Context: an optimization exercise on an open-source flow, tuned for small area and a short achievable clock period. The choices shown serve that exercise and are no tape-out recipe.
RTL that was checked went through simulation tests only; none was proved equivalent to the original.
Function not checked in run 6: the RTL went through the layout flow alone.
Power is estimated from default activity; no workload was simulated.

==> flow/design.v <==
module pst_brain_core (
  input  logic       clk,
  input  logic       rst,
  input  logic [7:0] cur0,
  input  logic [7:0] cur1,
  input  logic [7:0] cur2,
  input  logic [7:0] cur3,
  output logic [7:0] phase0,
  output logic [7:0] phase1,
  output logic [7:0] phase2,
  output logic [7:0] phase3,
  output logic [2:0] winner,
  output logic [7:0] winner_score,
  output logic [7:0] winner_rel,
  output logic [7:0] w_ab,
  output logic [7:0] w_ac,
  output logic [7:0] w_ad,
  output logic [7:0] w_bc,
  output logic [7:0] w_bd,
  output logic [7:0] w_cd,
  output logic [7:0] seq_slot_A,
  output logic [7:0] seq_slot_B,
  output logic       seq_force_valid,
  output logic [7:0] seq_force_pred,
  output logic [7:0] pred_out,
  output logic [7:0] pred_err,
  output logic       reward_out,
  output logic [2:0] gamma_cnt,
  output logic [2:0] theta_cnt,
  output logic       theta_tick,
  output logic       episode_last,
  output logic [2:0] ep_winner,
  output logic [3:0] ep_strength,
  output logic       ep_valid,
  output logic       exploit_mode,
  output logic       explore_mode,
  output logic [1:0] confidence_level,
  output logic       err_explore,
  output logic       delta_tick,
  output logic [2:0] topic_winner,
  output logic [2:0] topic_strength,
  output logic       topic_valid
);
  logic [7:0] r_cnt;
  logic [3:0] r_sp, r_jf;
  logic [7:0] r_v     [4];
  logic [7:0] r_phase [4];
  logic [6:0] r_w     [6];
  logic [2:0] r_winner;
  logic [7:0] r_win_score, r_win_rel, r_slot_a, r_slot_b, r_pred, r_pred_err;
  logic       r_reward, r_err_explore, r_dcnt;
  logic [1:0] r_rew_run, r_force_left, r_conf, r_err_run;
  logic [2:0] r_gamma_cnt, r_theta_cnt;
  logic [2:0] r_win_cnt [6];
  logic [2:0] r_ep_cnt  [6];
  logic       r_theta_tick, r_delta_tick, r_ep_valid, r_topic_valid;
  logic [2:0] r_ep_winner, r_topic_winner, r_topic_strength;
  logic [3:0] r_ep_strength;
  logic [2:0] r_vb, r_vm, r_ub, r_um;
  logic       r_explore, r_fv;
  logic [7:0] r_es  [6];
  logic [5:0] r_el;
  logic       r_elast, r_exploit;
  function automatic logic [8:0] addc8(input logic [7:0] a, input logic [7:0] b,
                                       input logic ci);
    logic       c;
    logic [7:0] s;
    c = ci;
    for (int i = 0; i < 8; i++) begin
      s[i] = a[i] ^ b[i] ^ c;
      c    = (a[i] & b[i]) | (c & (a[i] ^ b[i]));
    end
    addc8 = {c, s};
  endfunction
  function automatic logic [1:0] pair_a(input int p);
    case (p)
      0, 1, 2: pair_a = 2'd0;
      3, 4:    pair_a = 2'd1;
      default: pair_a = 2'd2;
    endcase
  endfunction
  function automatic logic [1:0] pair_b(input int p);
    case (p)
      0:       pair_b = 2'd1;
      1, 3:    pair_b = 2'd2;
      default: pair_b = 2'd3;
    endcase
  endfunction
  logic [7:0] w_cur [4];
  assign w_cur[0] = cur0;
  assign w_cur[1] = cur1;
  assign w_cur[2] = cur2;
  assign w_cur[3] = cur3;
  logic w_gamma_end, w_explore;
  assign w_gamma_end = &r_cnt;
  assign w_explore   = r_explore;
  logic [3:0] w_fire;
  logic [8:0] w_rem [4];
  logic [7:0] w_cnt_m1;
  always_comb begin
    w_cnt_m1 = r_cnt - 8'd1;
    for (int c = 0; c < 4; c++) begin
      w_rem[c]  = {1'b0, r_v[c]} - {1'b0, w_cur[c]};
      w_fire[c] = ~r_sp[c] & w_rem[c][8];
    end
  end
  logic [7:0] w_ph [4];
  always_comb
    for (int c = 0; c < 4; c++) w_ph[c] = !r_sp[c] ? 8'd255 : (r_jf[c] ? 8'd254 : r_v[c]);
  logic [5:0] w_wb [6];
  logic [8:0] q_wb;
  always_comb begin
    q_wb = '0;
    for (int p = 0; p < 6; p++) begin
      q_wb = addc8({3'b0, r_w[p][6:2]},
                   {5'b0, ~w_explore & r_ep_valid & (r_ep_winner == 3'(p)),
                    ~w_explore & r_topic_valid & (r_topic_winner == 3'(p)), 1'b0}, 1'b0);
      w_wb[p] = q_wb[5:0];
    end
  end
  logic [7:0] e_init [6];
  logic [5:0] e_dec;
  always_comb
    for (int p = 0; p < 6; p++) begin
      e_init[p] = 8'd127 + {2'b0, w_wb[p]};
      e_dec[p]  = r_sp[pair_a(p)] ^ r_sp[pair_b(p)];
    end
  logic [5:0] w_valid;
  logic [7:0] w_score [6];
  always_comb
    for (int p = 0; p < 6; p++) begin
      w_valid[p] = r_sp[pair_a(p)] & r_sp[pair_b(p)];
      w_score[p] = w_valid[p] ? r_es[p] : {2'b0, w_wb[p]};
    end
  logic       t01, t23, t45, gBA, gCA, gCB, wA, wB, wC;
  logic [7:0] s01, s23, s45;
  logic [5:0] w_win1h;
  logic [2:0] w_winner;
  logic [7:0] w_best;
  always_comb begin
    t01 = w_score[1] > w_score[0];
    t23 = w_score[3] > w_score[2];
    t45 = w_score[5] > w_score[4];
    s01 = t01 ? w_score[1] : w_score[0];
    s23 = t23 ? w_score[3] : w_score[2];
    s45 = t45 ? w_score[5] : w_score[4];
    gBA = s23 > s01;
    gCA = s45 > s01;
    gCB = s45 > s23;
    wA  = ~gBA & ~gCA;
    wB  = gBA & ~gCB;
    wC  = gCA & gCB;
    w_win1h  = {wC & t45, wC & ~t45, wB & t23, wB & ~t23, wA & t01, wA & ~t01};
    w_winner = {wC, wB, w_win1h[1] | w_win1h[3] | w_win1h[5]};
    w_best   = (wA ? s01 : 8'd0) | (wB ? s23 : 8'd0) | (wC ? s45 : 8'd0);
  end
  logic [5:0] w_win_wb;
  logic [6:0] w_win_rel7;
  logic [7:0] w_best_rel;
  logic [6:0] w_win_w;
  logic       w_win_coh, w_win_valid, w_win_rl;
  always_comb begin
    w_win_wb    = 6'd0;
    w_win_w     = 7'd0;
    w_win_coh   = 1'b0;
    w_win_valid = 1'b0;
    w_win_rl    = 1'b0;
    for (int p = 0; p < 6; p++) begin
      w_win_wb    = w_win_wb | (w_win1h[p] ? w_wb[p] : 6'd0);
      w_win_w     = w_win_w | (w_win1h[p] ? r_w[p] : 7'd0);
      w_win_valid = w_win_valid | (w_win1h[p] & w_valid[p]);
      w_win_rl    = w_win_rl | (w_win1h[p] & r_el[p]);
    end
    w_win_rel7 = w_best[6:0] - {1'b0, w_win_wb};
    w_best_rel = w_win_valid ? {w_win_rel7, w_win_rl} : 8'd0;
    w_win_coh  = w_win_valid & ({w_win_rel7, w_win_rl} >= 8'd235);
  end
  logic [7:0] w_pred, w_err;
  logic [8:0] q_e1, q_e2;
  logic       w_reward, w_hi_err;
  logic [1:0] w_rew_run, w_err_run;
  always_comb begin
    if (r_winner == 3'd0)      w_pred = r_slot_a;
    else if (r_winner == 3'd5) w_pred = r_slot_b;
    else                       w_pred = r_win_score;
    q_e1      = {1'b0, w_best} - {1'b0, w_pred};
    q_e2      = {1'b0, w_pred} - {1'b0, w_best};
    w_err     = q_e1[8] ? q_e2[7:0] : q_e1[7:0];
    w_reward  = (w_err < 8'd5);
    w_hi_err  = (w_err > 8'd5);
    w_rew_run = !w_reward ? 2'd0 : ((r_rew_run == 2'd2) ? 2'd2 : r_rew_run + 2'd1);
    w_err_run = !w_hi_err ? 2'd0 : ((r_err_run == 2'd3) ? 2'd3 : r_err_run + 2'd1);
  end
  logic [6:0] w_inc;
  logic [6:0] w_w_next [6];
  always_comb begin
    w_inc = (w_win_w >= 7'd118) ? 7'd120 : w_win_w + 7'd2;
    for (int p = 0; p < 6; p++) begin
      if (w_win1h[p])  w_w_next[p] = w_win_coh ? w_inc : r_w[p];
      else if (r_dcnt) w_w_next[p] = (r_w[p] != 7'd0) ? r_w[p] - 7'd1 : 7'd0;
      else             w_w_next[p] = r_w[p];
    end
  end
  logic [2:0] v_b, v_m;
  logic [5:0] v_eq, v_take, w_ep1h;
  logic       v_hit, v_sel;
  logic [2:0] w_ep_win;
  logic [3:0] w_ep_str;
  always_comb begin
    v_b = r_vb;
    v_m = r_vm;
    for (int p = 0; p < 6; p++) begin
      v_eq[p]   = (r_win_cnt[p] == v_m);
      v_take[p] = v_eq[p] | ((r_win_cnt[p] + 3'd1 == v_m) & (3'(p) < v_b));
    end
    v_hit = |(w_win1h & v_eq);
    v_sel = |(w_win1h & v_take);
    for (int p = 0; p < 6; p++)
      w_ep1h[p] = v_sel ? w_win1h[p] : (v_b == 3'(p));
    w_ep_win = {w_ep1h[4] | w_ep1h[5], w_ep1h[2] | w_ep1h[3], w_ep1h[1] | w_ep1h[3] | w_ep1h[5]};
    w_ep_str = {1'b0, v_m} + {3'd0, v_hit};
  end
  logic [2:0] u_b, u_m;
  logic [5:0] u_eq, u_take;
  logic       u_hit, u_sel;
  logic [2:0] w_topic_win, w_topic_str;
  always_comb begin
    u_b = r_ub;
    u_m = r_um;
    for (int p = 0; p < 6; p++) begin
      u_eq[p]   = (r_ep_cnt[p] == u_m);
      u_take[p] = u_eq[p] | ((r_ep_cnt[p] + 3'd1 == u_m) & (3'(p) < u_b));
    end
    u_hit = |(w_ep1h & u_eq);
    u_sel = |(w_ep1h & u_take);
    w_topic_win = u_sel ? w_ep_win : u_b;
    w_topic_str = u_m + {2'd0, u_hit};
  end
  logic [1:0] w_force_next;
  always_comb begin
    if (w_rew_run == 2'd2)         w_force_next = 2'd2;
    else if (r_force_left != 2'd0) w_force_next = r_force_left - 2'd1;
    else                           w_force_next = 2'd0;
  end
  logic [1:0] w_conf_new, w_conf_next;
  logic       w_errx_next;
  always_comb begin
    w_conf_new = r_conf;
    if (w_ep_str >= 4'd7)      w_conf_new = (r_conf == 2'd3) ? 2'd3 : r_conf + 2'd1;
    else if (w_ep_str <= 4'd5) w_conf_new = (r_conf == 2'd0) ? 2'd0 : r_conf - 2'd1;
    w_conf_next = (r_gamma_cnt == 3'd7) ? w_conf_new : r_conf;
    if (w_reward)                  w_errx_next = 1'b0;
    else if (w_err_run == 2'd3)    w_errx_next = 1'b1;
    else                           w_errx_next = r_err_explore;
  end
  always_ff @(posedge clk)
    for (int p = 0; p < 6; p++) begin
      if (r_cnt == 8'd0) begin
        r_es[p] <= e_init[p];
        r_el[p] <= 1'b1;
      end else if (e_dec[p]) begin
        if (!r_el[p]) r_es[p] <= r_es[p] - 8'd1;
        r_el[p] <= ~r_el[p];
      end
    end
  always_ff @(posedge clk or posedge rst) begin
    if (rst) begin
      r_cnt <= '0;
      r_sp  <= '0;
      r_jf  <= '0;
      r_vb <= '0; r_vm <= '0; r_ub <= '0; r_um <= '0;
      r_explore <= 1'b0;
      r_fv <= 1'b0;
      r_elast <= 1'b0; r_exploit <= 1'b0;
      for (int c = 0; c < 4; c++) begin
        r_v[c] <= 8'd199; r_phase[c] <= 8'd255;
      end
      for (int p = 0; p < 6; p++) begin
        r_w[p] <= 7'd64; r_win_cnt[p] <= '0; r_ep_cnt[p] <= '0;
      end
      r_winner <= '0; r_win_score <= '0; r_win_rel <= '0;
      r_slot_a <= 8'd0; r_slot_b <= 8'd213;
      r_pred <= '0; r_pred_err <= '0; r_reward <= 1'b0;
      r_rew_run <= '0; r_force_left <= '0; r_err_run <= '0; r_err_explore <= 1'b0;
      r_dcnt <= 1'b0; r_gamma_cnt <= '0; r_theta_cnt <= '0; r_conf <= 2'd2;
      r_theta_tick <= 1'b0; r_delta_tick <= 1'b0; r_ep_valid <= 1'b0; r_topic_valid <= 1'b0;
      r_ep_winner <= '0; r_ep_strength <= '0; r_topic_winner <= '0; r_topic_strength <= '0;
    end else begin
      r_cnt        <= r_cnt + 8'd1;
      r_theta_tick <= 1'b0;
      r_delta_tick <= 1'b0;
      for (int c = 0; c < 4; c++) begin
        if (w_gamma_end) begin
          r_sp[c] <= 1'b0;
          r_jf[c] <= 1'b0;
          r_v[c]  <= 8'd199;
        end else begin
          r_sp[c] <= r_sp[c] | w_fire[c];
          r_jf[c] <= w_fire[c];
          if (r_jf[c])       r_v[c] <= w_cnt_m1;
          else if (!r_sp[c]) r_v[c] <= w_rem[c][7:0];
        end
      end
      if (w_gamma_end) begin
        for (int c = 0; c < 4; c++) r_phase[c] <= w_ph[c];
        for (int p = 0; p < 6; p++) r_w[p] <= w_w_next[p];
        r_winner    <= w_winner;
        r_win_score <= w_best;
        r_win_rel   <= w_best_rel;
        r_slot_a    <= w_score[0];
        r_slot_b    <= w_score[5];
        r_pred      <= w_pred;
        r_pred_err  <= w_err;
        r_reward    <= w_reward;
        r_rew_run   <= w_rew_run;
        r_force_left <= w_force_next;
        r_fv         <= (w_force_next != 2'd0);
        r_err_run <= w_err_run;
        r_err_explore <= w_errx_next;
        r_explore     <= ~w_conf_next[1] | w_errx_next;
        r_exploit     <= (w_conf_next == 2'd3);
        r_elast       <= (r_gamma_cnt == 3'd6);
        r_dcnt      <= ~r_dcnt;
        r_gamma_cnt <= r_gamma_cnt + 3'd1;
        if (r_gamma_cnt == 3'd7) begin
          for (int p = 0; p < 6; p++) r_win_cnt[p] <= '0;
          r_vb <= '0;
          r_vm <= '0;
          r_ep_winner   <= w_ep_win;
          r_ep_strength <= w_ep_str;
          r_ep_valid    <= 1'b1;
          r_conf        <= w_conf_new;
          r_theta_tick  <= 1'b1;
          if (r_theta_cnt == 3'd4) begin
            r_theta_cnt <= '0;
            for (int p = 0; p < 6; p++) r_ep_cnt[p] <= '0;
            r_ub <= '0;
            r_um <= '0;
            r_topic_winner   <= w_topic_win;
            r_topic_strength <= w_topic_str;
            r_topic_valid    <= 1'b1;
            r_delta_tick     <= 1'b1;
          end else begin
            r_theta_cnt <= r_theta_cnt + 3'd1;
            for (int p = 0; p < 6; p++)
              r_ep_cnt[p] <= r_ep_cnt[p] + {2'd0, w_ep1h[p]};
            r_ub <= w_topic_win;
            r_um <= w_topic_str;
          end
        end else begin
          for (int p = 0; p < 6; p++) r_win_cnt[p] <= r_win_cnt[p] + {2'd0, w_win1h[p]};
          r_vb <= w_ep_win;
          r_vm <= w_ep_str[2:0];
        end
      end
    end
  end
  assign phase0 = r_phase[0];
  assign phase1 = r_phase[1];
  assign phase2 = r_phase[2];
  assign phase3 = r_phase[3];
  assign winner = r_winner;
  assign winner_score = r_win_score;
  assign winner_rel   = r_win_rel;
  assign w_ab = {r_w[0], 1'b0};
  assign w_ac = {r_w[1], 1'b0};
  assign w_ad = {r_w[2], 1'b0};
  assign w_bc = {r_w[3], 1'b0};
  assign w_bd = {r_w[4], 1'b0};
  assign w_cd = {r_w[5], 1'b0};
  assign seq_slot_A      = r_slot_a;
  assign seq_slot_B      = r_slot_b;
  assign seq_force_valid = r_fv;
  assign seq_force_pred  = r_fv ? r_pred : 8'd0;
  assign pred_out        = r_pred;
  assign pred_err        = r_pred_err;
  assign reward_out      = r_reward;
  assign gamma_cnt       = r_gamma_cnt;
  assign theta_cnt       = r_theta_cnt;
  assign theta_tick      = r_theta_tick;
  assign episode_last    = r_elast;
  assign ep_winner       = r_ep_winner;
  assign ep_strength     = r_ep_strength;
  assign ep_valid        = r_ep_valid;
  assign exploit_mode    = r_exploit;
  assign explore_mode    = w_explore;
  assign confidence_level = r_conf;
  assign err_explore     = r_err_explore;
  assign delta_tick      = r_delta_tick;
  assign topic_winner    = r_topic_winner;
  assign topic_strength  = r_topic_strength;
  assign topic_valid     = r_topic_valid;
endmodule
==> flow/flow/run.sh <==
#!/bin/bash
# The standard layout with these changes:
# - synthesis maps the logic with the ABC script flow/abc_area.script (an area-recovering
#   mapping) in place of ORFS's abc_area.script; the scripts folder is otherwise ORFS's own,
#   copied unchanged, and synthesis still runs through synth_recipe.tcl;
# - the adder step (extract_fa and its map file) is skipped, so ABC maps adders too;
# - the ports are buffered with buf_1 instead of the delay buffer buffer_ports picks;
# - the timing repair steps aim for a setup slack margin of 30.7 ns, so that they size up the
#   slowest paths.
# The clock constraint (constraint.sdc) is unchanged. Each tool's output is in orfs/logs; make's
# own output goes to standard.log.
set -euo pipefail
here=$(pwd)
rm -rf "$here/scripts_abc"
cp -r "$FLOW_HOME/scripts" "$here/scripts_abc"
cp "$here/flow/abc_area.script" "$here/scripts_abc/abc_area.script"
bash standard.sh SCRIPTS_DIR="$here/scripts_abc" BUFFER_PORTS_ARGS="-buffer_cell sky130_fd_sc_hd__buf_1" ADDER_MAP_FILE= SETUP_SLACK_MARGIN=30.7 finish > standard.log 2>&1
==> flow/flow/abc_area.script <==
&get -n
&st
&dc2
&dch -f
&nf -R 1000 -p
&st
&dc2
&dch -f
&nf -R 1000 -p
&put
topo
==> flow/standard.sh <==
#!/bin/bash
# synth_recipe.tcl (not shown) runs the flow's synth.tcl, then flattens the netlist and writes it again
# the make line also repeats each setting of config.mk as NAME=value (left out here)
make -C /OpenROAD-flow-scripts/flow DESIGN_CONFIG=/design/flow/config.mk WORK_HOME=/design/flow/orfs CLKGATE_MAP_FILE= SYNTH_SCRIPT=/design/flow/synth_recipe.tcl "${@:-finish}"
==> flow/config.mk <==
export PLATFORM = sky130hd
export DESIGN_NAME = pst_brain_core
export DESIGN_NICKNAME = pst_brain_core
export VERILOG_FILES = /design/flow/design.v
export SDC_FILE = /design/flow/constraint.sdc
export NUM_CORES = 4
export LEC_CHECK = 0
export ABC_AREA = 1
export CAP_MARGIN = 20
export CORE_MARGIN = 2
export CORE_UTILIZATION = 60
export CTS_BUF_LIST = sky130_fd_sc_hd__clkbuf_8
export CTS_CLUSTER_DIAMETER = 60
export CTS_CLUSTER_SIZE = 20
export SLEW_MARGIN = 20
==> flow/constraint.sdc <==
create_clock -name core_clock -period 40.0 [get_ports {clk}]
set_input_delay 8.0000 -clock core_clock [delete_from_list [all_inputs] [get_ports {clk}]]
set_output_delay 8.0000 -clock core_clock [all_outputs]
set_load 0.01 [all_outputs]
==> results of run 1 <==
==> path summary, 6_finish.rpt <==
path	startpoint	endpoint	cells past startpoint
max	r_fv	seq_force_pred[1]	2
min	r_phase[3][7]	r_phase[3][7]	2
max reg2reg	r_explore	r_w[3][5]	38
min reg2reg	r_phase[3][7]	r_phase[3][7]	2
max in group asynchronous	rst	r_phase[0][6]	4
min in group asynchronous	rst	r_win_cnt[3][0]	2
==> per-stage QoR <==
stage               power (uW)  setup WS [ns]  hold slack, ns  std cells
floorplan                  354          30.41           0.443       2210
global placement           360          29.57           0.450       2833
detailed placement         361          29.62           0.455       2833
CTS                        597          30.65           0.480       2904
global route               615          30.59           0.500       2927
finish                     596          30.69           0.476       2927
==> registers in the layout (all words and copies together), names as in the netlist, 18 cells and up <==
signal,count
r_ep_cnt,18
r_v,32
r_w,42
r_win_cnt,18
r_phase,32
r_es,48
==> area by class of cell <==
cell class	count	area, um2
clock buffer	39	537
tap	402	503
multi-input combinational	1837	11200
clock inverter	23	234
timing repair buffer	258	1270
sequential	313	8150
timing repair inverter	1	8.76
inverter	54	229
fill	2556	9360
==> report_power, final <==
group	internal, uW	switching (uW)	leakage, uW	total (uW)
logic	13.5	17.6	0.00470	31.1
registers	325	2.45	0.00374	328
clock network	109	128	0.000405	237
==> layout by cell type (no fill, tap or decap), types with 52 or more instances in the layout <==
cell type / count
nand2_1: 312
nor2_1: 225
o21ai_0: 206
buf_1: 177
dfrtp_1: 171
a21oi_1: 143
xnor2_1: 109
xor2_1: 71
dfstp_2: 64
nor3_1: 61
buf_4: 57
nand3_1: 53
clkinv_1: 52
==> worst max-delay path: cells and delay by family (launching register included) <==
kind,cells,cell delay [ns]
flip-flops,1,0.48
AND/OR/NAND/NOR,1,0.17
buffers and inverters,1,0.12
==> kinds of logic after synthesis <==
family / after synthesis
buf+inv: 60
compound gates: 686
fa+ha+maj: 5
mux: 55
simple gates: 900
other cells: 1
xor+xnor: 185
flops: 313
==> metal layers <==
metal	share of wire, %	up-vias	wire length [um]
met5	0	-	0
met4	3.6	0	2090
met3	8.0	139	4670
met2	46	847	27000
met1	42	8772	24400
li1	-	8644	-
==> timing repair <==
item                       CTS  global route
gates resized for setup     40            89
setup endpoints to repair  154           167
buffers inserted             9            22
pin swaps                    3            26
gates cloned                 0             1
==> flow_metrics.env, run 1 <==
export IMPL_worstPathRequired_ns=32.00
export IMPL_power_density_nw_per_um2=27.0
export IMPL_drive_gt1_share_pct=11.9
export IMPL_synth_compound_area_share_pct=22.4
export IMPL_clock_sinks=313
export IMPL_maxCapViolCount=0
export IMPL_synth_top_cell_by_area="dfrtp_1"
export IMPL_cts_inserted_buffers=34
export IMPL_grt_pass1_wl_mm=91.3
export IMPL_wirelength_mm=58.2
export IMPL_avgViaCountPerCell=6.29
export IMPL_period_share_pct=23.3
export IMPL_ys_types=62
export IMPL_ioPinCount=204
export IMPL_vias=18400
export IMPL_ys_ff_latch=313
export IMPL_peakVddDrop_mv=0.0298
export IMPL_die_area_um2=33200
export IMPL_cts_root_buf="clkbuf_8"
export IMPL_synth_top_cell_area_share_pct=25.6
export IMPL_fin_nets=2533
export IMPL_ant_nets=0
export IMPL_grt_pass1_vias=17200
export IMPL_setup_viol=0
export IMPL_rrSetupSlack_ns=31.21
export IMPL_grt_max_degree=140
export IMPL_period_minus_slack_ns=9.31
export IMPL_gr_total_overflow=0
export IMPL_synth_async_reset_ratio_pct=82.7
export IMPL_utilization_pct=70.2
export IMPL_finalHoldViolations=0
export IMPL_synth_edff_count=48
export IMPL_rsz0062_at_grt="true"
export IMPL_insertion_delay_ns=0.57
export IMPL_synth_area_per_cell_um2=8.65
export IMPL_status="finished clean"
export IMPL_synth_simple_gate_area_share_pct=22.0
export IMPL_drt_initial_drc_count=1700
export IMPL_cts_htree_levels=2
export IMPL_clkTransAtPathRegs_ns=0.08
export IMPL_drc=0
export IMPL_synth_cells=2205
export IMPL_first_pass_iters=6
export IMPL_grt_busiest_layer="met2"
export IMPL_port_buffers=197
export IMPL_antenna_found_initial=0
export IMPL_place_area_um2=20700
export IMPL_cp_start_kind="register"
export IMPL_worstMarginPinSlew_ns=1.08
export IMPL_max_freq_ghz=0.107
export IMPL_areaGrowthSynthToFinish_pct=15.9
export IMPL_yosysMostFrequentCell="nand2_1"
export IMPL_p_leak_uw=0.00885
export IMPL_path_cells="and2_0, buf_1"
export IMPL_clockBufferDepth=3
export IMPL_synthTopCellsByCount="315 x nand2_1, 232 x o21ai_0, 227 x nor2_1"
export IMPL_synth_xor_area_share_pct=8.49
export IMPL_finalClockSkew_ns=0.0498
export IMPL_finalWeightedCongestion=0.949
export IMPL_hpwl_mm=41.0
export IMPL_yosysWarnings=14
export IMPL_tns_ns=0
export IMPL_slew_limit_headroom_pct=27.7
export IMPL_stdcell_area_um2=22100
export IMPL_netlist_area_um2=19100
export IMPL_use_met2_pct=56.2
export IMPL_crit_path_top_delay_cell="dfrtp_2"
export IMPL_synthAdderAreaFrac_pct=0.262
export IMPL_synthMuxAreaShare_pct=2.98
export IMPL_drv_slew=0
export IMPL_hold_path_class="reg -> reg"
export IMPL_num_antenna_cells=0
export IMPL_initial_core_util_pct=60.6
export IMPL_critical_path_max_stage_delay_ns=0.48
export IMPL_synth_top_family_by_area="compound AO/OA/AOI/OAI gates"
export IMPL_die_x_um=182
export IMPL_arrival_ns=1.31
export IMPL_met3_usage_pct=5.09
export IMPL_cts_hold_buf=0
export IMPL_die_y_um=182
export IMPL_core_rowCount=65
export IMPL_cts_tree="done"
export IMPL_routedWlPerCell_um=19.9
export IMPL_synth_area_top_cells="dfrtp_1 26%, dfstp_2 8.8%, edfxtp_1 7.6%"
export IMPL_grt_use_met1_pct=46.9
export IMPL_ys_seq_area_share_pct=42.6
export IMPL_grt_total_usage_pct=34.3
export IMPL_endpoint_kind="output pin"
export IMPL_synth_flop_cell="dfrtp_1"
export IMPL_path_max_fanout=10
export IMPL_coreArea_um2=31500
export IMPL_critical_path_class="reg -> out"
==> run 2, diff against run 1 <==
--- a/flow/config.mk
+++ b/flow/config.mk
@@ -11,5 +11,5 @@
 export CORE_UTILIZATION = 60
 export CTS_BUF_LIST = sky130_fd_sc_hd__clkbuf_8
 export CTS_CLUSTER_DIAMETER = 60
-export CTS_CLUSTER_SIZE = 20
+export CTS_CLUSTER_SIZE = 16
 export SLEW_MARGIN = 20
==> run 2 against run 1 <==
  * Routed wire length about the same
  * Critical path depth is the same
  * Clock skew is 0.020 ns lower
  * Register-to-register slack lost 0.12 ns
  * Non-clock buffer count rose by 3
  * First-iteration DRC count is 4.3% lower
  * Highest routed layer unchanged
  * Clock power shrank 5%
  * Die area unchanged
==> flow_metrics.env, run 2 <==
export IMPL_status="finished clean"
export IMPL_cts_tree="done"
export IMPL_ys_types=62
export IMPL_reg2regPathDepth=37
export IMPL_layout_common_cells="312 x nand2_1, 225 x nor2_1, 205 x o21ai_0, 184 x buf_1, 170 x dfrtp_1"
export IMPL_timing_rr_start="r_ep_winner[2]"
export IMPL_clkTransAtPathRegs_ns=0.08
export IMPL_hold_path_class="reg -> reg"
export IMPL_finalClockSkew_ns=0.0300
export IMPL_ant_nets=0
export IMPL_insertion_delay_ns=0.55
export IMPL_synth_async_reset_ratio_pct=82.7
export IMPL_top_register="r_es"
export IMPL_cp_start_kind="register"
export IMPL_antenna_found_initial=0
export IMPL_cts_root_buf="clkbuf_8"
export IMPL_die_y_um=182
export IMPL_wirelength_mm=58.2
export IMPL_worstMarginPinSlew_ns=1.06
export IMPL_vias=18400
export IMPL_fin_nets=2537
export IMPL_synth_cells=2205
export IMPL_endpoint_kind="output pin"
export IMPL_worstPathRequired_ns=32.00
export IMPL_power_density_nw_per_um2=26.4
export IMPL_cts_htree_levels=2
export IMPL_period_share_pct=23.3
export IMPL_drive_gt1_share_pct=11.6
export IMPL_clockBufferDepth=3
export IMPL_synth_flop_cell="dfrtp_1"
export IMPL_path_max_fanout=10
export IMPL_yosysMostFrequentCell="nand2_1"
export IMPL_coreArea_um2=31500
export IMPL_synth_edff_count=48
export IMPL_clock_sinks=313
export IMPL_rrSetupSlack_ns=31.09
export IMPL_die_x_um=182
export IMPL_critical_path_class="reg -> out"
export IMPL_p_leak_uw=0.00883
export IMPL_rsz0062_at_grt="true"
export IMPL_r2r_end="r_w[3][5]"
export IMPL_gr_total_overflow=0
export IMPL_netlist_area_um2=19100
export IMPL_avgViaCountPerCell=6.29
export IMPL_maxCapViolCount=0
export IMPL_yosysWarnings=14
export IMPL_synth_top_cell_by_area="dfrtp_1"
export IMPL_min_path_cells=2
export IMPL_largest_register_ffs=48
export IMPL_cts_inserted_buffers=34
export IMPL_largestRegisters="r_es x48, r_w x42"
export IMPL_initial_core_util_pct=60.6
export IMPL_port_buffers=197
export IMPL_tns_ns=0
export IMPL_drt_initial_drc_count=1627
export IMPL_max_freq_ghz=0.107
export IMPL_drv_slew=0
export IMPL_drc=0
export IMPL_finalHoldViolations=0
export IMPL_mostFrequentLayoutCell="nand2_1"
export IMPL_finalWeightedCongestion=0.949
export IMPL_num_antenna_cells=0
export IMPL_period_minus_slack_ns=9.31
export IMPL_grt_max_degree=140
export IMPL_setup_viol=0
export IMPL_synth_top_cell_area_share_pct=25.6
export IMPL_die_area_um2=33200
export IMPL_grt_pass1_wl_mm=91.3
export IMPL_fill_cells=2576
export IMPL_ys_seq_area_share_pct=42.6
export IMPL_routedWlPerCell_um=19.9
export IMPL_grt_pass1_vias=17200
export IMPL_ys_ff_latch=313
export IMPL_first_pass_iters=9
export IMPL_core_rowCount=65
export IMPL_hpwl_mm=41.0
export IMPL_ioPinCount=204
export IMPL_synth_area_per_cell_um2=8.65
export IMPL_areaGrowthSynthToFinish_pct=15.6
export IMPL_peakVddDrop_mv=0.0274
export IMPL_synth_area_top_cells="dfrtp_1 26%, dfstp_2 8.8%, edfxtp_1 7.6%"
export IMPL_worst_hold_path_endpoint="r_phase[0][6]"
export IMPL_arrival_ns=1.31
export IMPL_slew_limit_headroom_pct=29.0
export IMPL_hold_start="r_phase[0][6]"
export IMPL_grt_total_usage_pct=34.2
export IMPL_synthTopCellsByCount="315 x nand2_1, 232 x o21ai_0, 227 x nor2_1"
export IMPL_utilization_pct=70.1
## run 2: cell counts after synthesis
No cell type changed its count.
## run 2: what timing repair did
| action | in CTS | in global routing |
|---|---|---|
| setup buffers | 9 | 25 |
| hold buffers | 0 | 0 |
| pin swaps | 3 | 25 |
| setup endpoints to repair | 154 | 162 |
| cloned | 0 | 2 |
| resized for setup | 39 | 83 |
## run 2: worst max-delay path by stage
stage / to / start
3_5_place_dp: r_w[5][0] / r_ep_winner[2]
6_report: seq_force_pred[1] / r_fv
3_3_place_gp: r_w[3][4] / r_ep_winner[2]
4_1_cts: seq_force_pred[7] / r_fv
5_1_grt: r_w[1][6] / r_ep_winner[2]
2_1_floorplan: r_v[3][6] / cur3[1]
## run 2: cells by family (layout without fill, tap and decap cells)
family / Yosys count / count (layout) / synth area share (%)
flops: 313 / 313 / 42.6
fa+ha+maj: 5 / 5 / 0.262
xor+xnor: 185 / 185 / 8.49
mux: 55 / 55 / 2.98
other cells: 1 / 6 / 0.0197
simple gates: 900 / 901 / 22.0
compound gates: 686 / 686 / 22.4
buf+inv: 60 / 378 / 1.30
## run 2: area by class of cell
cell class / count / area [um2] / area share (%)
clock buffers: 39 / 537 / 2.43
clock inverters: 23 / 178 / 0.805
inverters: 54 / 229 / 1.04
multi-input cells: 1838 / 11200 / 50.6
flip-flops and latches: 313 / 8150 / 37.0
well taps: 402 / 503 / 2.28
repair buffers: 261 / 1280 / 5.82
repair inverters: 1 / 8.76 / 0.0397
## run 2: routing by layer
layer | GRT usage (%) | part of all wire, % | wire length, um | vias to the layer above
met2 | 56.2 | 47 | 27300 | 837
met1 | 46.9 | 42 | 24400 | 8817
li1 | - | - | - | 8640
met4 | 11.4 | 3.3 | 1920 | 0
met3 | 5.11 | 7.9 | 4620 | 132
met5 | 0 | 0 | 0 | -
## run 2: per-stage QoR
| step | total power, uW | worst slack, ns | std cells | hold slack [ns] | instance area, um2 |
|---|---|---|---|---|---|
| after CTS | 584 | 30.65 | 2904 | 0.480 | 21600 |
| after detailed placement | 361 | 29.62 | 2833 | 0.455 | 20700 |
| after global placement | 360 | 29.57 | 2833 | 0.450 | 20700 |
| after floorplan | 354 | 30.41 | 2210 | 0.443 | 19300 |
| after global routing | 603 | 30.61 | 2931 | 0.500 | 22100 |
| final | 583 | 30.69 | 2931 | 0.476 | 22100 |
## run 2: critical path, cell delays in order (launching register included)
cell	delay (ns)
dfrtp_2	0.48
and2_0	0.17
buf_1	0.12
## run 2: report_power, final
part	internal [uW]	leakage, uW	total, uW	switching (uW)
clock network	101	0.000392	224	124
logic	13.5	0.00469	31.0	17.5
registers	325	0.00374	328	2.45
==> run 3, diff against run 2 <==
--- a/flow/flow/run.sh
+++ b/flow/flow/run.sh
@@ -6,7 +6,8 @@
 # - the adder step (extract_fa and its map file) is skipped, so ABC maps adders too;
 # - the ports are buffered with buf_1 instead of the delay buffer buffer_ports picks;
 # - the timing repair steps aim for a setup slack margin of 30.7 ns, so that they size up the
-#   slowest paths.
+#   slowest paths;
+# - clock tree synthesis runs with config.mk's CTS settings without dummy loads and with a clkbuf_16 at the root.
 # The clock constraint (constraint.sdc) is unchanged. Each tool's output is in orfs/logs; make's
 # own output goes to standard.log.
 set -euo pipefail
@@ -14,4 +15,4 @@
 rm -rf "$here/scripts_abc"
 cp -r "$FLOW_HOME/scripts" "$here/scripts_abc"
 cp "$here/flow/abc_area.script" "$here/scripts_abc/abc_area.script"
-bash standard.sh SCRIPTS_DIR="$here/scripts_abc" BUFFER_PORTS_ARGS="-buffer_cell sky130_fd_sc_hd__buf_1" ADDER_MAP_FILE= SETUP_SLACK_MARGIN=30.7 finish > standard.log 2>&1
+bash standard.sh SCRIPTS_DIR="$here/scripts_abc" BUFFER_PORTS_ARGS="-buffer_cell sky130_fd_sc_hd__buf_1" ADDER_MAP_FILE= SETUP_SLACK_MARGIN=30.7 CTS_ARGS="-sink_clustering_enable -repair_clock_nets -sink_clustering_size 16 -sink_clustering_max_diameter 60 -buf_list sky130_fd_sc_hd__clkbuf_8 -dont_use_dummy_load -root_buf sky130_fd_sc_hd__clkbuf_16" finish > standard.log 2>&1
==> run 3 against run 2 <==
  * Still clean
  * Fmax down 0.26%
  * Die area unchanged
  * Final cell count down 0.96%
  * Non-clock buffer count up 1
  * Clock power down 13%
  * Largest cell class unchanged
  * Largest power group unchanged
==> flow_metrics.env, run 3 <==
export IMPL_status="finished clean"
export IMPL_clkTransAtPathRegs_ns=0.06
export IMPL_largest_register_ffs=48
export IMPL_maxCapViolCount=0
export IMPL_p_leak_uw=0.00869
export IMPL_drt_initial_drc_count=1775
export IMPL_whs_ns=0.475
export IMPL_hpwl_mm=41.0
export IMPL_rsz0062_at_grt="true"
export IMPL_critical_path_class="in -> reg"
export IMPL_drc=0
export IMPL_rrSetupSlack_ns=31.23
export IMPL_hold_start="r_phase[0][1]"
export IMPL_synth_edff_count=48
export IMPL_path_cells="buf_8, xnor2_4, and2_4, o21a_1, o21ai_2, a21o_1, a21oi_2, or3_4, a21oi_2, a21oi_1, o22a_1"
export IMPL_peakVddDrop_mv=0.0239
export IMPL_ioPinCount=204
export IMPL_max_freq_ghz=0.107
export IMPL_coreArea_um2=31500
export IMPL_crit_path_top_delay_cell="or3_4"
export IMPL_cp_start_kind="input pin"
export IMPL_ys_types=62
export IMPL_synth_top_cell_by_area="dfrtp_1"
export IMPL_layout_common_cells="310 x nand2_1, 225 x nor2_1, 205 x o21ai_0, 190 x buf_1, 181 x dfrtp_1"
export IMPL_finalWeightedCongestion=0.949
export IMPL_synth_area_top_cells="dfrtp_1 26%, dfstp_2 8.8%, edfxtp_1 7.6%"
export IMPL_clock_sinks=313
export IMPL_port_buffers=197
export IMPL_crit_path_frequent_cell="a21oi_2"
export IMPL_drv_slew=0
export IMPL_power_density_nw_per_um2=25.3
export IMPL_min_path_cells=2
export IMPL_grt_total_usage_pct=34.5
export IMPL_hold_path_class="reg -> reg"
export IMPL_finalClockSkew_ns=0.0516
export IMPL_top_register="r_es"
export IMPL_yosysWarnings=14
export IMPL_drive_gt1_share_pct=10.5
export IMPL_setup_viol=0
export IMPL_first_pass_iters=8
export IMPL_synth_top_cell_area_share_pct=25.6
export IMPL_areaGrowthSynthToFinish_pct=14.7
export IMPL_mostFrequentLayoutCell="nand2_1"
export IMPL_netlist_area_um2=19100
export IMPL_initial_core_util_pct=60.6
export IMPL_clockBufferDepth=3
export IMPL_core_rowCount=65
export IMPL_grt_pass1_wl_mm=91.6
export IMPL_cts_root_buf="clkbuf_16"
export IMPL_vias=18200
export IMPL_period_minus_slack_ns=9.34
export IMPL_crit_family="compound AO/OA/AOI/OAI gates"
export IMPL_critical_path_max_stage_delay_ns=0.37
export IMPL_timing_rr_start="r_ep_winner[2]"
export IMPL_tns_ns=0
export IMPL_gr_total_overflow=0
export IMPL_slew_limit_headroom_pct=28.6
export IMPL_antenna_found_initial=0
export IMPL_fin_nets=2537
export IMPL_ant_nets=0
export IMPL_ys_ff_latch=313
export IMPL_reg2regPathDepth=37
export IMPL_arrival_ns=9.73
export IMPL_die_x_um=182
export IMPL_worst_hold_path_endpoint="r_phase[0][1]"
export IMPL_finalHoldViolations=0
export IMPL_largestRegisters="r_es x48, r_w x42"
export IMPL_yosysMostFrequentCell="nand2_1"
export IMPL_synthTopCellsByCount="315 x nand2_1, 232 x o21ai_0, 227 x nor2_1"
export IMPL_endpoint_kind="register"
export IMPL_fill_cells=2600
export IMPL_wirelength_mm=58.0
export IMPL_synth_flop_cell="dfrtp_1"
export IMPL_cts_tree="done"
export IMPL_num_antenna_cells=0
export IMPL_die_area_um2=33200
export IMPL_insertion_delay_ns=0.50
export IMPL_grt_pass1_vias=17100
export IMPL_synth_area_per_cell_um2=8.65
export IMPL_worstMarginPinSlew_ns=1.07
export IMPL_period_share_pct=23.3
export IMPL_path_max_fanout=3
export IMPL_cts_htree_levels=2
export IMPL_pre_cts_ws_ns=29.62
export IMPL_setup_slack_ns=30.66
export IMPL_cts_hold_buf=0
export IMPL_r2r_end="r_w[3][5]"
export IMPL_ys_seq_area_share_pct=42.6
export IMPL_avgViaCountPerCell=6.28
export IMPL_grt_max_degree=80
export IMPL_synth_async_reset_ratio_pct=82.7
export IMPL_die_y_um=182
export IMPL_worstPathRequired_ns=40.40
export IMPL_critical_path_buf_inv_count=1
export IMPL_synth_cells=2205
export IMPL_cts_inserted_buffers=34
export IMPL_routedWlPerCell_um=20.0
run 3: cell counts after synthesis:
No cell type changed its count.
run 3: per-stage QoR:
step                      instances  total power [uW]  utilization, %  cell area, um2
after global routing           2903               572            69.5           21900
final                          2903               554            69.5           21900
after detailed placement       2833               361            65.8           20700
after floorplan                2210               354               -           19300
after global placement         2833               360            65.7           20700
after CTS                      2876               555            68.0           21400
run 3: kinds of logic after synthesis:
| family | share of synthesized area, % |
|---|---|
| simple gates | 22.0 |
| buf+inv | 1.30 |
| mux | 2.98 |
| flops | 42.6 |
| compound gates | 22.4 |
| other cells | 0.0197 |
| xor+xnor | 8.49 |
| fa+ha+maj | 0.262 |
run 3: worst reg2reg max path, delay by kind of cell, from the launching register on:
family | cells | cell delay (ns)
AO/OA/AOI/OAI | 15 | 3.49
XOR/XNOR | 2 | 0.38
adder cells (fa/ha/maj) | 1 | 0.37
buffers and inverters | 3 | 0.61
flip-flops | 1 | 0.50
multiplexers | 1 | 0.31
AND/OR/NAND/NOR | 15 | 2.95
run 3: how the worst max path moves through the flow:
stage / startpoint / end / slack [ns] / cells after the start
after CTS: r_w[5][2] / w_cd[3] / 30.70 / 1
after global routing: cur3[1] / r_v[3][6] / 30.61 / 11
after global placement: r_ep_winner[2] / r_w[3][4] / 29.57 / 35
after floorplan: cur3[1] / r_v[3][6] / 30.41 / 10
after detailed placement: r_ep_winner[2] / r_w[5][0] / 29.62 / 35
final: cur3[1] / r_v[3][6] / 30.66 / 11
run 3: what timing repair did:
item | in CTS | in global routing
pin swaps | 6 | 29
cloned | 1 | 0
setup buffers | 8 | 27
setup endpoints to repair | 147 | 154
gates resized for setup | 33 | 80
run 3: power breakdown:
group	total [uW]	switching, uW	internal, uW	leakage (uW)
Clock	194	107	87.4	0.000270
Combinational	31.3	17.7	13.6	0.00467
Sequential	328	2.48	325	0.00376
run 3: cell type report:
type | count | area, um2 | area share, %
repair inverters | 1 | 8.76 | 0.0400
repair buffers | 262 | 1290 | 5.90
inverters | 54 | 215 | 0.984
multi-input cells | 1837 | 11200 | 51.2
flip-flops and latches | 313 | 8140 | 37.2
well taps | 402 | 503 | 2.30
clock buffers | 34 | 524 | 2.40
run 3: metal layers:
| layer | GRT usage [%] | part of all wire, % |
|---|---|---|
| met4 | 11.0 | 3.0 |
| met1 | 47.2 | 43 |
| met2 | 56.8 | 47 |
| met5 | 0 | 0 |
| met3 | 5.33 | 7.8 |
==> run 4, diff against run 3 <==
==> flow/flow/run.sh (replaced) <==
#!/bin/bash
# The standard layout with these changes:
# - synthesis maps the logic with the ABC script flow/abc_area.script (an area-recovering
#   mapping) in place of ORFS's abc_area.script; the scripts folder is otherwise ORFS's own,
#   copied unchanged, and synthesis still runs through synth_recipe.tcl;
# - the adder step (extract_fa and its map file) is skipped, so ABC maps adders too;
# - the ports are buffered with buf_1 instead of the delay buffer buffer_ports picks;
# - the timing repair steps aim for a setup slack margin of 30.7 ns, so that they size up the
#   slowest paths;
# - clock tree synthesis runs with config.mk's CTS settings and without dummy loads.
# The clock constraint (constraint.sdc) is unchanged. Each tool's output is in orfs/logs; make's
# own output goes to standard.log.
set -euo pipefail
here=$(pwd)
rm -rf "$here/scripts_abc"
cp -r "$FLOW_HOME/scripts" "$here/scripts_abc"
cp "$here/flow/abc_area.script" "$here/scripts_abc/abc_area.script"
bash standard.sh SCRIPTS_DIR="$here/scripts_abc" BUFFER_PORTS_ARGS="-buffer_cell sky130_fd_sc_hd__buf_1" ADDER_MAP_FILE= SETUP_SLACK_MARGIN=30.7 CTS_ARGS="-sink_clustering_enable -repair_clock_nets -sink_clustering_size 16 -sink_clustering_max_diameter 60 -buf_list sky130_fd_sc_hd__clkbuf_8 -dont_use_dummy_load" finish > standard.log 2>&1
--- a/flow/config.mk
+++ b/flow/config.mk
@@ -8,7 +8,7 @@
 export ABC_AREA = 1
 export CAP_MARGIN = 20
 export CORE_MARGIN = 2
-export CORE_UTILIZATION = 60
+export CORE_UTILIZATION = 57
 export CTS_BUF_LIST = sky130_fd_sc_hd__clkbuf_8
 export CTS_CLUSTER_DIAMETER = 60
 export CTS_CLUSTER_SIZE = 16
==> run 4 against run 3 <==
  * Critical endpoint is now seq_force_pred[0]
  * Die area grew 5.1%
  * Combinational power shrank 7.0%
  * Fmax shrank 0.54%
  * Worst hold slack lost 0.0077 ns
  * Still clean on timing, DRC and antenna
  * Critical path depth decreased by 9
==> flow_metrics.env, run 4 <==
export IMPL_status="finished clean"
export IMPL_top_register="r_es"
export IMPL_ioPinCount=204
export IMPL_tns_ns=0
export IMPL_vias=18400
export IMPL_die_x_um=187
export IMPL_clkTransAtPathRegs_ns=0.09
export IMPL_gr_total_overflow=0
export IMPL_setup_viol=0
export IMPL_utilization_pct=67.4
export IMPL_avgViaCountPerCell=6.23
export IMPL_synth_cells=2205
export IMPL_drt_initial_drc_count=1563
export IMPL_yosysWarnings=14
export IMPL_cts_hold_buf=0
export IMPL_drv_slew=0
export IMPL_layout_common_cells="312 x nand2_1, 225 x nor2_1, 204 x o21ai_0, 165 x buf_1, 158 x dfrtp_1"
export IMPL_grt_max_degree=124
export IMPL_slew_limit_headroom_pct=23.2
export IMPL_die_area_um2=35000
export IMPL_netlist_area_um2=19100
export IMPL_num_antenna_cells=0
export IMPL_wirelength_mm=60.0
export IMPL_path_max_fanout=10
export IMPL_cts_tree="done"
export IMPL_arrival_ns=1.39
export IMPL_areaGrowthSynthToFinish_pct=15.9
export IMPL_finalWeightedCongestion=0.947
export IMPL_netSwitchingPower_uw=131
export IMPL_synth_area_top_cells="dfrtp_1 26%, dfstp_2 8.8%, edfxtp_1 7.6%"
export IMPL_largestRegisters="r_es x48, r_w x42"
export IMPL_fill_cells=2838
export IMPL_yosysMostFrequentCell="nand2_1"
export IMPL_power_density_nw_per_um2=24.8
export IMPL_die_y_um=187
export IMPL_ys_seq_area_share_pct=42.6
export IMPL_cp_start_kind="register"
export IMPL_synth_top_cell_area_share_pct=25.6
export IMPL_antenna_found_initial=0
export IMPL_comb_power_share_pct=5.3
export IMPL_internal_power_uw=418
export IMPL_period_minus_slack_ns=9.39
export IMPL_swShare_pct=23.9
export IMPL_ys_types=62
export IMPL_clockPowerShare_pct=35.0
export IMPL_routedWlPerCell_um=20.3
export IMPL_p_leak_uw=0.00883
export IMPL_clockBufferDepth=3
export IMPL_grt_pass1_vias=17500
export IMPL_ant_nets=0
export IMPL_power_frac_seq_pct=59.7
export IMPL_drc=0
export IMPL_fin_nets=2554
export IMPL_finalHoldViolations=0
export IMPL_coreArea_um2=32800
export IMPL_port_buffers=197
export IMPL_first_pass_iters=8
export IMPL_cts_inserted_buffers=36
export IMPL_max_freq_ghz=0.107
export IMPL_cts_root_buf="clkbuf_8"
export IMPL_synthTopCellsByCount="315 x nand2_1, 232 x o21ai_0, 227 x nor2_1"
export IMPL_drive_gt1_share_pct=13.0
export IMPL_ys_ff_latch=313
export IMPL_finalClockSkew_ns=0.0623
export IMPL_synth_flop_cell="dfrtp_1"
export IMPL_grt_pass1_wl_mm=95.5
export IMPL_rsz0062_at_grt="true"
export IMPL_largest_register_ffs=48
export IMPL_core_rowCount=66
export IMPL_maxCapViolCount=0
export IMPL_synth_edff_count=48
export IMPL_insertion_delay_ns=0.60
export IMPL_clock_sinks=313
export IMPL_period_share_pct=23.5
export IMPL_worstPathRequired_ns=32.00
export IMPL_synth_top_cell_by_area="dfrtp_1"
export IMPL_hold_path_class="reg -> reg"
export IMPL_worstMarginPinSlew_ns=1.14
export IMPL_peakVddDrop_mv=0.0248
export IMPL_endpoint_kind="output pin"
export IMPL_grt_total_usage_pct=33.9
export IMPL_synth_area_per_cell_um2=8.65
export IMPL_critical_path_class="reg -> out"
export IMPL_mostFrequentLayoutCell="nand2_1"
export IMPL_hpwl_mm=42.3
export IMPL_power_total_uw=549
export IMPL_initial_core_util_pct=58.2
export IMPL_cts_htree_levels=2
export IMPL_synth_async_reset_ratio_pct=82.7
## run 4: cell types whose count changed in the layout (fill, tap and decap cells not counted), sizes merged
| cell | previous run | this run |
|---|---|---|
| clkbuf | 36 | 44 |
| nand2b | 50 | 51 |
| a31o | 3 | 4 |
| a21oi | 167 | 169 |
| buf | 260 | 266 |
| clkinv | 55 | 54 |
## run 4: area by class of cell
| type | count | area [um2] | share of cell area (%) |
|---|---|---|---|
| clock buffers | 36 | 495 | 2.24 |
| inverters | 54 | 215 | 0.974 |
| flip-flops and latches | 313 | 8170 | 37.0 |
| well taps | 442 | 553 | 2.50 |
| repair buffers | 274 | 1450 | 6.55 |
| multi-input cells | 1841 | 11200 | 50.8 |
## run 4: cell families (layout without fill, tap and decap cells)
| logic type | Yosys count | in the layout | synth area share (%) |
|---|---|---|---|
| AO/OA/AOI/OAI | 686 | 689 | 22.4 |
| XOR/XNOR | 185 | 185 | 8.49 |
| adder cells (fa/ha/maj) | 5 | 5 | 0.262 |
| buffers and inverters | 60 | 364 | 1.30 |
| flip-flops | 313 | 313 | 42.6 |
| multiplexers | 55 | 55 | 2.98 |
| other | 1 | 6 | 0.0197 |
| AND/OR/NAND/NOR | 900 | 901 | 22.0 |
## run 4: worst paths after layout
check	startpoint	end	slack [ns]	depth (start not counted)
setup / recovery	r_fv	seq_force_pred[0]	30.61	2
setup reg to reg	r_explore	r_w[3][5]	31.29	37
hold / removal	r_pred_err[4]	r_pred_err[4]	0.47	2
hold reg to reg	r_pred_err[4]	r_pred_err[4]	0.47	2
min in group asynchronous	rst	r_ep_cnt[5][0]	7.54	2
max in group asynchronous	rst	r_sp[0]	31.01	3
## run 4: stage by stage
stage	area, um2	worst slack (ns)	instances	hold slack [ns]
2_1_floorplan	19300	30.41	2210	0.443
6_report	22100	30.61	2960	0.467
5_1_grt	22100	30.55	2960	0.497
3_5_place_dp	20800	29.72	2878	0.454
4_1_cts	21600	30.58	2936	0.474
3_3_place_gp	20800	29.60	2877	0.447
## run 4: metal layers
| layer | part of all wire [%] | vias to the layer above | global-route usage (%) |
|---|---|---|---|
| met4 | 4.2 | 0 | 13.9 |
| li1 | - | 8655 | - |
| met1 | 42 | 8772 | 45.7 |
| met3 | 8.5 | 170 | 6.51 |
| met2 | 45 | 835 | 54.0 |
| met5 | 0 | - | 0 |
## run 4: power groups by stage
stage	combinational [uW]	clock, uW	sequential [uW]
after floorplan	21.2	0	333
after global placement	26.0	0	334
after detailed placement	26.8	0	334
after CTS	27.1	196	328
after global routing	32.6	208	328
final	29.1	192	328
## run 4: worst max-delay path, cell delays in order, from the launching register on
cell	delay, ns
dfrtp_2	0.48
and2_0	0.18
buf_1	0.13
## run 4: repair_timing
action	in CTS	in global routing
gates resized for setup	69	102
gates cloned	0	4
endpoints found under the setup margin	120	152
buffers inserted	22	20
pin swaps	1	22
==> run 5, diff against run 4 <==
--- a/flow/config.mk
+++ b/flow/config.mk
@@ -8,7 +8,7 @@
 export ABC_AREA = 1
 export CAP_MARGIN = 20
 export CORE_MARGIN = 2
-export CORE_UTILIZATION = 57
+export CORE_UTILIZATION = 60
 export CTS_BUF_LIST = sky130_fd_sc_hd__clkbuf_8
 export CTS_CLUSTER_DIAMETER = 60
 export CTS_CLUSTER_SIZE = 16
==> run 5 against run 4 <==
  * Area after synthesis did not move
  * Still clean
  * Synthesized cell count did not move
  * Critical endpoint is now seq_force_pred[1]
  * Largest cell class unchanged
  * First-iteration DRC count rose by 2.8%
  * Power fell by 1.6%
==> flow_metrics.env, run 5 <==
export IMPL_synth_async_reset_ratio_pct=82.7
export IMPL_synth_flop_cell="dfrtp_1"
export IMPL_wl_met2_mm=26.7
export IMPL_min_path_cells=2
export IMPL_period_share_pct=23.3
export IMPL_synthTopCellsByCount="315 x nand2_1, 232 x o21ai_0, 227 x nor2_1"
export IMPL_crit_path_top_delay_cell="dfrtp_2"
export IMPL_areaGrowthSynthToFinish_pct=14.1
export IMPL_drt_initial_drc_count=1607
export IMPL_hpwl_mm=41.0
export IMPL_coreArea_um2=31500
export IMPL_synth_cells=2205
export IMPL_clkTransAtPathRegs_ns=0.08
export IMPL_die_x_um=182
export IMPL_first_pass_iters=8
export IMPL_slew_limit_headroom_pct=29.3
export IMPL_avgViaCountPerCell=6.32
export IMPL_netlist_area_um2=19100
export IMPL_layout_common_cells="312 x nand2_1, 225 x nor2_1, 205 x o21ai_0, 182 x buf_1, 172 x dfrtp_1"
export IMPL_synth_top_cell_by_area="dfrtp_1"
export IMPL_initial_core_util_pct=60.6
export IMPL_hold_path_class="reg -> reg"
export IMPL_reg2regPathDepth=38
export IMPL_period_minus_slack_ns=9.31
export IMPL_tns_ns=0
export IMPL_vias=18300
export IMPL_synth_top_cell_area_share_pct=25.6
export IMPL_ys_types=62
export IMPL_rsz0062_at_grt="true"
export IMPL_num_antenna_cells=0
export IMPL_core_rowCount=65
export IMPL_ioPinCount=204
export IMPL_port_buffers=197
export IMPL_r2r_end="r_w[3][5]"
export IMPL_setup_viol=0
export IMPL_cts_tree="done"
export IMPL_worst_hold_path_endpoint="r_phase[0][6]"
export IMPL_grt_total_usage_pct=34.5
export IMPL_status="finished clean"
export IMPL_grt_max_degree=80
export IMPL_largest_register_ffs=48
export IMPL_synth_area_top_cells="dfrtp_1 26%, dfstp_2 8.8%, edfxtp_1 7.6%"
export IMPL_cts_inserted_buffers=34
export IMPL_clockBufferDepth=3
export IMPL_multi_input_area_um2=11200
export IMPL_p_leak_uw=0.00866
export IMPL_path_cells="and2_0, buf_1"
export IMPL_power_density_nw_per_um2=24.8
export IMPL_synth_edff_count=48
export IMPL_timing_rr_start="r_ep_winner[2]"
export IMPL_grt_pass1_vias=17100
export IMPL_top_register="r_es"
export IMPL_clock_sinks=313
export IMPL_peakVddDrop_mv=0.0258
export IMPL_met1Wirelength_mm=24.4
export IMPL_largestRegisters="r_es x48, r_w x42"
export IMPL_cp_start_kind="register"
export IMPL_antenna_found_initial=0
export IMPL_routedWlPerCell_um=19.9
export IMPL_hold_start="r_phase[0][6]"
export IMPL_max_freq_ghz=0.107
export IMPL_fin_nets=2534
export IMPL_grt_pass1_wl_mm=91.5
export IMPL_crit_family="flip-flops"
export IMPL_worstPathRequired_ns=32.00
export IMPL_wl_met3_mm=4.64
export IMPL_gr_total_overflow=0
export IMPL_yosysWarnings=14
export IMPL_endpoint_kind="output pin"
export IMPL_mostFrequentLayoutCell="nand2_1"
export IMPL_finalWeightedCongestion=0.949
export IMPL_maxCapViolCount=0
export IMPL_die_area_um2=33200
export IMPL_ys_ff_latch=313
export IMPL_insertion_delay_ns=0.56
export IMPL_critical_path_max_stage_delay_ns=0.48
export IMPL_highest_layer="met4"
export IMPL_synth_area_per_cell_um2=8.65
export IMPL_drive_gt1_share_pct=10.8
export IMPL_arrival_ns=1.31
export IMPL_stdcell_area_um2=21800
export IMPL_cts_htree_levels=2
export IMPL_finalClockSkew_ns=0.0629
export IMPL_path_max_fanout=10
export IMPL_rrSetupSlack_ns=31.21
export IMPL_cts_root_buf="clkbuf_8"
export IMPL_critical_path_buf_inv_count=1
export IMPL_fill_cells=2614
export IMPL_wirelength_mm=57.7
export IMPL_ys_seq_area_share_pct=42.6
export IMPL_yosysMostFrequentCell="nand2_1"
export IMPL_seqCellArea_um2=8150
export IMPL_drc=0
export IMPL_worstMarginPinSlew_ns=1.06
export IMPL_critical_path_class="reg -> out"
export IMPL_die_y_um=182
export IMPL_drv_slew=0
export IMPL_finalHoldViolations=0
export IMPL_ant_nets=0
export IMPL_place_area_um2=20700
## run 5: through the flow
step	setup slack, ns	total power [uW]	hold WS (ns)	utilization (%)	cells
after floorplan	30.41	354	0.443	-	2210
final	30.69	540	0.475	69.2	2900
after global routing	30.59	559	0.494	69.2	2900
after detailed placement	29.62	361	0.455	65.8	2833
after CTS	30.66	542	0.479	67.8	2877
after global placement	29.57	360	0.450	65.7	2833
## run 5: kinds of logic (layout without fill, tap and decap cells)
logic type	after synthesis	after routing	synth area share (%)
AOI/OAI and AO/OA	686	686	22.4
xor gates and xnor gates	185	185	8.49
adders and majority gates	5	5	0.262
buffers and inverters	60	348	1.30
DFF	313	313	42.6
muxes	55	55	2.98
other	1	6	0.0197
and+or+nand+nor	900	900	22.0
## run 5: how the worst max path moves through the flow
stage / startpoint / endpoint / depth (start not counted)
after floorplan: cur3[1] / r_v[3][6] / 10
after global placement: r_ep_winner[2] / r_w[3][4] / 35
after detailed placement: r_ep_winner[2] / r_w[5][0] / 35
after CTS: r_fv / seq_force_pred[7] / 2
after global routing: r_ep_winner[2] / r_w[3][5] / 38
final: r_fv / seq_force_pred[1] / 2
## run 5: worst reg2reg max path: cells and delay by family (launching register included)
kind	cells	cell delay (ns)
adders and majority gates	1	0.37
xor gates and xnor gates	3	0.69
DFF	1	0.53
muxes	1	0.31
buffers and inverters	4	0.83
AOI/OAI and AO/OA	16	3.48
and+or+nand+nor	13	2.42
## run 5: layout make-up
type                       count  share of cell area, %
tap                          402                   2.31
multi-input combinational   1837                   51.3
timing repair inverter         1                 0.0402
timing repair buffer         259                   5.80
inverter                      54                  0.988
sequential                   313                   37.4
clock buffer                  34                   2.15
## run 5: report_power, final
| group | internal, uW | total (uW) | switching (uW) |
|---|---|---|---|
| combinational | 13.1 | 30.7 | 17.5 |
| sequential | 325 | 328 | 2.44 |
| clock | 76.0 | 182 | 106 |
| total | 415 | 540 | 126 |
## run 5: repair_timing
action / CTS / global route
setup endpoints to repair: 154 / 146
endpoints found under the hold margin: 0 / 0
cloned: 1 / 0
setup buffers: 9 / 23
hold buffers: 0 / 0
pin swaps: 3 / 26
resized for setup: 40 / 78
## run 5: routing by layer
| metal | global-route usage (%) | vias up |
|---|---|---|
| met2 | 56.4 | 790 |
| met1 | 46.9 | 8800 |
| met5 | 0 | - |
| met3 | 5.59 | 126 |
| met4 | 12.0 | 0 |
| li1 | - | 8617 |
==> run 6, diff against run 5 <==
--- a/flow/design.v
+++ b/flow/design.v
@@ -60,7 +60,6 @@
   logic       r_explore, r_fv;
   logic [7:0] r_es  [6];
   logic [5:0] r_el;
-  logic       r_elast, r_exploit;
   function automatic logic [8:0] addc8(input logic [7:0] a, input logic [7:0] b,
                                        input logic ci);
     logic       c;
@@ -271,7 +270,6 @@
       r_vb <= '0; r_vm <= '0; r_ub <= '0; r_um <= '0;
       r_explore <= 1'b0;
       r_fv <= 1'b0;
-      r_elast <= 1'b0; r_exploit <= 1'b0;
       for (int c = 0; c < 4; c++) begin
         r_v[c] <= 8'd199; r_phase[c] <= 8'd255;
       end
@@ -318,8 +316,6 @@
         r_err_run <= w_err_run;
         r_err_explore <= w_errx_next;
         r_explore     <= ~w_conf_next[1] | w_errx_next;
-        r_exploit     <= (w_conf_next == 2'd3);
-        r_elast       <= (r_gamma_cnt == 3'd6);
         r_dcnt      <= ~r_dcnt;
         r_gamma_cnt <= r_gamma_cnt + 3'd1;
         if (r_gamma_cnt == 3'd7) begin
@@ -378,11 +374,11 @@
   assign gamma_cnt       = r_gamma_cnt;
   assign theta_cnt       = r_theta_cnt;
   assign theta_tick      = r_theta_tick;
-  assign episode_last    = r_elast;
+  assign episode_last    = (r_gamma_cnt == 3'd7);
   assign ep_winner       = r_ep_winner;
   assign ep_strength     = r_ep_strength;
   assign ep_valid        = r_ep_valid;
-  assign exploit_mode    = r_exploit;
+  assign exploit_mode    = (r_conf == 2'd3);
   assign explore_mode    = w_explore;
   assign confidence_level = r_conf;
   assign err_explore     = r_err_explore;
==> run 6 against run 5 <==
  * Sequential power shrank 1%
  * Clock power shrank 4%
  * Critical path depth grew 1
  * Critical path type unchanged
  * Largest cell class unchanged
==> flow_metrics.env, run 6 <==
export IMPL_ant_nets=0
export IMPL_num_antenna_cells=0
export IMPL_pre_cts_ws_ns=29.20
export IMPL_power_frac_seq_pct=61.4
export IMPL_netlist_area_um2=19000
export IMPL_cts_root_buf="clkbuf_8"
export IMPL_ys_types=63
export IMPL_first_pass_iters=8
export IMPL_rsz0062_at_grt="true"
export IMPL_endpoint_kind="output pin"
export IMPL_path_max_fanout=5
export IMPL_synth_area_per_cell_um2=8.54
export IMPL_clock_sinks=311
export IMPL_hold_path_class="reg -> reg"
export IMPL_synth_top_cell_by_area="dfrtp_1"
export IMPL_layout_common_cells="323 x nand2_1, 237 x nor2_1, 221 x o21ai_0, 161 x a21oi_1, 145 x dfrtp_1"
export IMPL_stdcell_count=2962
export IMPL_antenna_found_initial=0
export IMPL_worstPathRequired_ns=32.00
export IMPL_grt_max_degree=117
export IMPL_whs_ns=0.474
export IMPL_die_area_um2=33000
export IMPL_maxCapViolCount=0
export IMPL_initial_core_util_pct=60.5
export IMPL_setup_viol=0
export IMPL_areaGrowthSynthToFinish_pct=18.6
export IMPL_stdcell_area_um2=22500
export IMPL_top_register="r_es"
export IMPL_status="finished clean"
export IMPL_coreArea_um2=31300
export IMPL_insertion_delay_ns=0.65
export IMPL_grt_total_usage_pct=35.5
export IMPL_cp_start_kind="register"
export IMPL_yosysWarnings=14
export IMPL_arrival_ns=1.49
export IMPL_netSwitchingPower_uw=125
export IMPL_wirelength_mm=60.4
export IMPL_dp_cells=2852
export IMPL_largestRegisters="r_es x48, r_w x42"
export IMPL_die_x_um=182
export IMPL_cts_htree_levels=1
export IMPL_drv_slew=0
export IMPL_period_share_pct=23.7
export IMPL_cts_inserted_buffers=31
export IMPL_hpwl_mm=42.3
export IMPL_ys_ff_latch=311
export IMPL_finalWeightedCongestion=0.974
export IMPL_synth_edff_count=48
export IMPL_slew_limit_headroom_pct=32.7
export IMPL_avgViaCountPerCell=6.25
export IMPL_grt_pass1_wl_mm=93.8
export IMPL_power_density_nw_per_um2=23.5
export IMPL_routedWlPerCell_um=20.4
export IMPL_synthTopCellsByCount="326 x nand2_1, 254 x o21ai_0, 240 x nor2_1"
export IMPL_largest_register_ffs=48
export IMPL_ioPinCount=204
export IMPL_synth_top_cell_area_share_pct=25.5
export IMPL_cts_tree="done"
export IMPL_drt_initial_drc_count=1647
export IMPL_tns_ns=0
export IMPL_clkTransAtPathRegs_ns=0.10
export IMPL_die_y_um=182
export IMPL_setup_slack_ns=30.51
export IMPL_ys_seq_area_share_pct=42.6
export IMPL_synth_flop_cell="dfrtp_1"
export IMPL_synth_cells=2221
export IMPL_swShare_pct=23.7
export IMPL_grt_pass1_vias=17400
export IMPL_place_area_um2=20600
export IMPL_synth_area_top_cells="dfrtp_1 25%, dfstp_2 8.9%, edfxtp_1 7.6%"
export IMPL_fin_nets=2596
export IMPL_internal_power_uw=403
export IMPL_clockBufferDepth=3
export IMPL_finalClockSkew_ns=0.0931
export IMPL_drive_gt1_share_pct=15.9
export IMPL_core_rowCount=65
export IMPL_period_minus_slack_ns=9.49
export IMPL_critical_path_class="reg -> out"
export IMPL_synth_async_reset_ratio_pct=82.6
export IMPL_finalHoldViolations=0
export IMPL_mostFrequentLayoutCell="nand2_1"
export IMPL_worstMarginPinSlew_ns=1.00
export IMPL_p_leak_uw=0.00918
export IMPL_max_freq_ghz=0.105
export IMPL_gr_total_overflow=0
export IMPL_comb_power_share_pct=5.4
export IMPL_clockPowerShare_pct=33.2
export IMPL_vias=18500
export IMPL_port_buffers=197
export IMPL_yosysMostFrequentCell="nand2_1"
export IMPL_peakVddDrop_mv=0.0291
export IMPL_drc=0
==> run 6: changes by cell type after synthesis, moves of 7 or more <==
cell,previous run,this run
nand2_1,315,326
nor2b_1,53,64
o221ai_1,25,8
a22oi_1,12,19
nor3_1,62,54
nor2_1,227,240
and3_1,17,28
a211oi_1,8,21
o21a_1,35,24
a21oi_1,167,180
o21ai_0,232,254
o31ai_1,16,7
==> run 6: cells by family after synthesis <==
logic type	share of synthesized area (%)
DFF	42.6
muxes	2.49
other	0.0198
AOI/OAI and AO/OA	22.6
buffers and inverters	1.21
and+or+nand+nor	22.4
xor gates and xnor gates	8.20
adders and majority gates	0.422
==> run 6: worst paths after layout <==
kind	from	end	slack, ns	depth (start not counted)
worst max-delay path	r_fv	seq_force_pred[3]	30.51	3
worst min-delay path	r_topic_strength[0]	r_topic_strength[0]	0.47	2
worst max register to register	r_explore	r_w[1][3]	31.16	38
worst min register to register	r_topic_strength[0]	r_topic_strength[0]	0.47	2
max in group asynchronous	rst	r_phase[0][4]	31.02	4
min in group asynchronous	rst	r_w[1][5]	7.45	2
==> run 6: what timing repair did <==
action | in CTS | in global routing
gates resized for setup | 146 | 136
setup buffers | 39 | 40
hold buffers | 0 | 0
pin swaps | 8 | 33
setup endpoints to repair | 228 | 217
==> run 6: metrics by stage <==
step           utilization, %  total power (uW)
6_report                 71.8               528
5_1_grt                  71.8               545
4_1_cts                  69.3               528
3_5_place_dp             65.7               356
3_3_place_gp             65.7               355
2_1_floorplan               -               350
==> run 6: layer usage <==
layer	wire, um	global-route usage [%]	up-vias
met2	28900	59.8	778
met1	24300	46.8	8860
met3	4770	4.61	165
met5	0	0	-
li1	-	-	8705
met4	2480	14.3	0
==> run 6: critical path: stages (launching register included) <==
cell and delay [ns]:
dfrtp_2 0.43, buf_6 0.14, and2_0 0.13, buf_2 0.14
==> run 6: power groups by stage <==
stage,sequential [uW],clock (uW),combinational (uW)
6_report,324,175,28.4
5_1_grt,325,189,31.7
4_1_cts,324,178,25.5
3_5_place_dp,330,0,25.2
3_3_place_gp,330,0,24.5
2_1_floorplan,330,0,19.9
==> run 6: final cells by class <==
type	count	area, um2
Tap cell	402	503
Timing Repair Buffer	309	2040
Sequential cell	311	8130
Clock buffer	31	427
Inverter	49	199
Fill cell	2549	8830
Multi-Input combinational cell	1860	11200

==> re-timing with driven ports <==
How much do the figures lean on ideal ports? The routed layouts below were timed once more, with nothing changed but the port constraints.
Step 1: set_driving_cell puts a clkbuf_16 on clk and a buf_2 on each other input, an assumption about the parent block.
Step 2 also shifts input and output timing later by t, the mid clock arrival at the registers, as if the neighbouring blocks saw the same clock.
a / b / c = ideal ports / drivers / drivers and shift; a / b = the first two.
run	shift t [ns]	setup WS [ns]	hold WS [ns]	latest minus earliest clock arrival (ns)
run 1	0.592	30.690 / 30.641 / 30.133	0.476 / 0.476 / 0.476	0.050 / 0.050
run 2	0.587	30.687 / 30.634 / 30.143	0.476 / 0.476 / 0.476	0.031 / 0.030
run 3	0.533	30.663 / 30.665 / 30.146	0.475 / 0.475 / 0.475	0.051 / 0.052
run 4	0.616	30.612 / 30.563 / 30.154	0.467 / 0.467 / 0.467	0.062 / 0.062
run 5	0.578	30.695 / 30.646 / 30.143	0.475 / 0.475 / 0.475	0.063 / 0.063
run 6	0.654	30.513 / 30.461 / 30.060	0.474 / 0.474 / 0.474	0.093 / 0.093
After both steps every run listed still meets setup and hold. For run 1, which loses most, drivers alone change the setup slack by -0.049 ns; drivers and shift together by -0.557 ns.
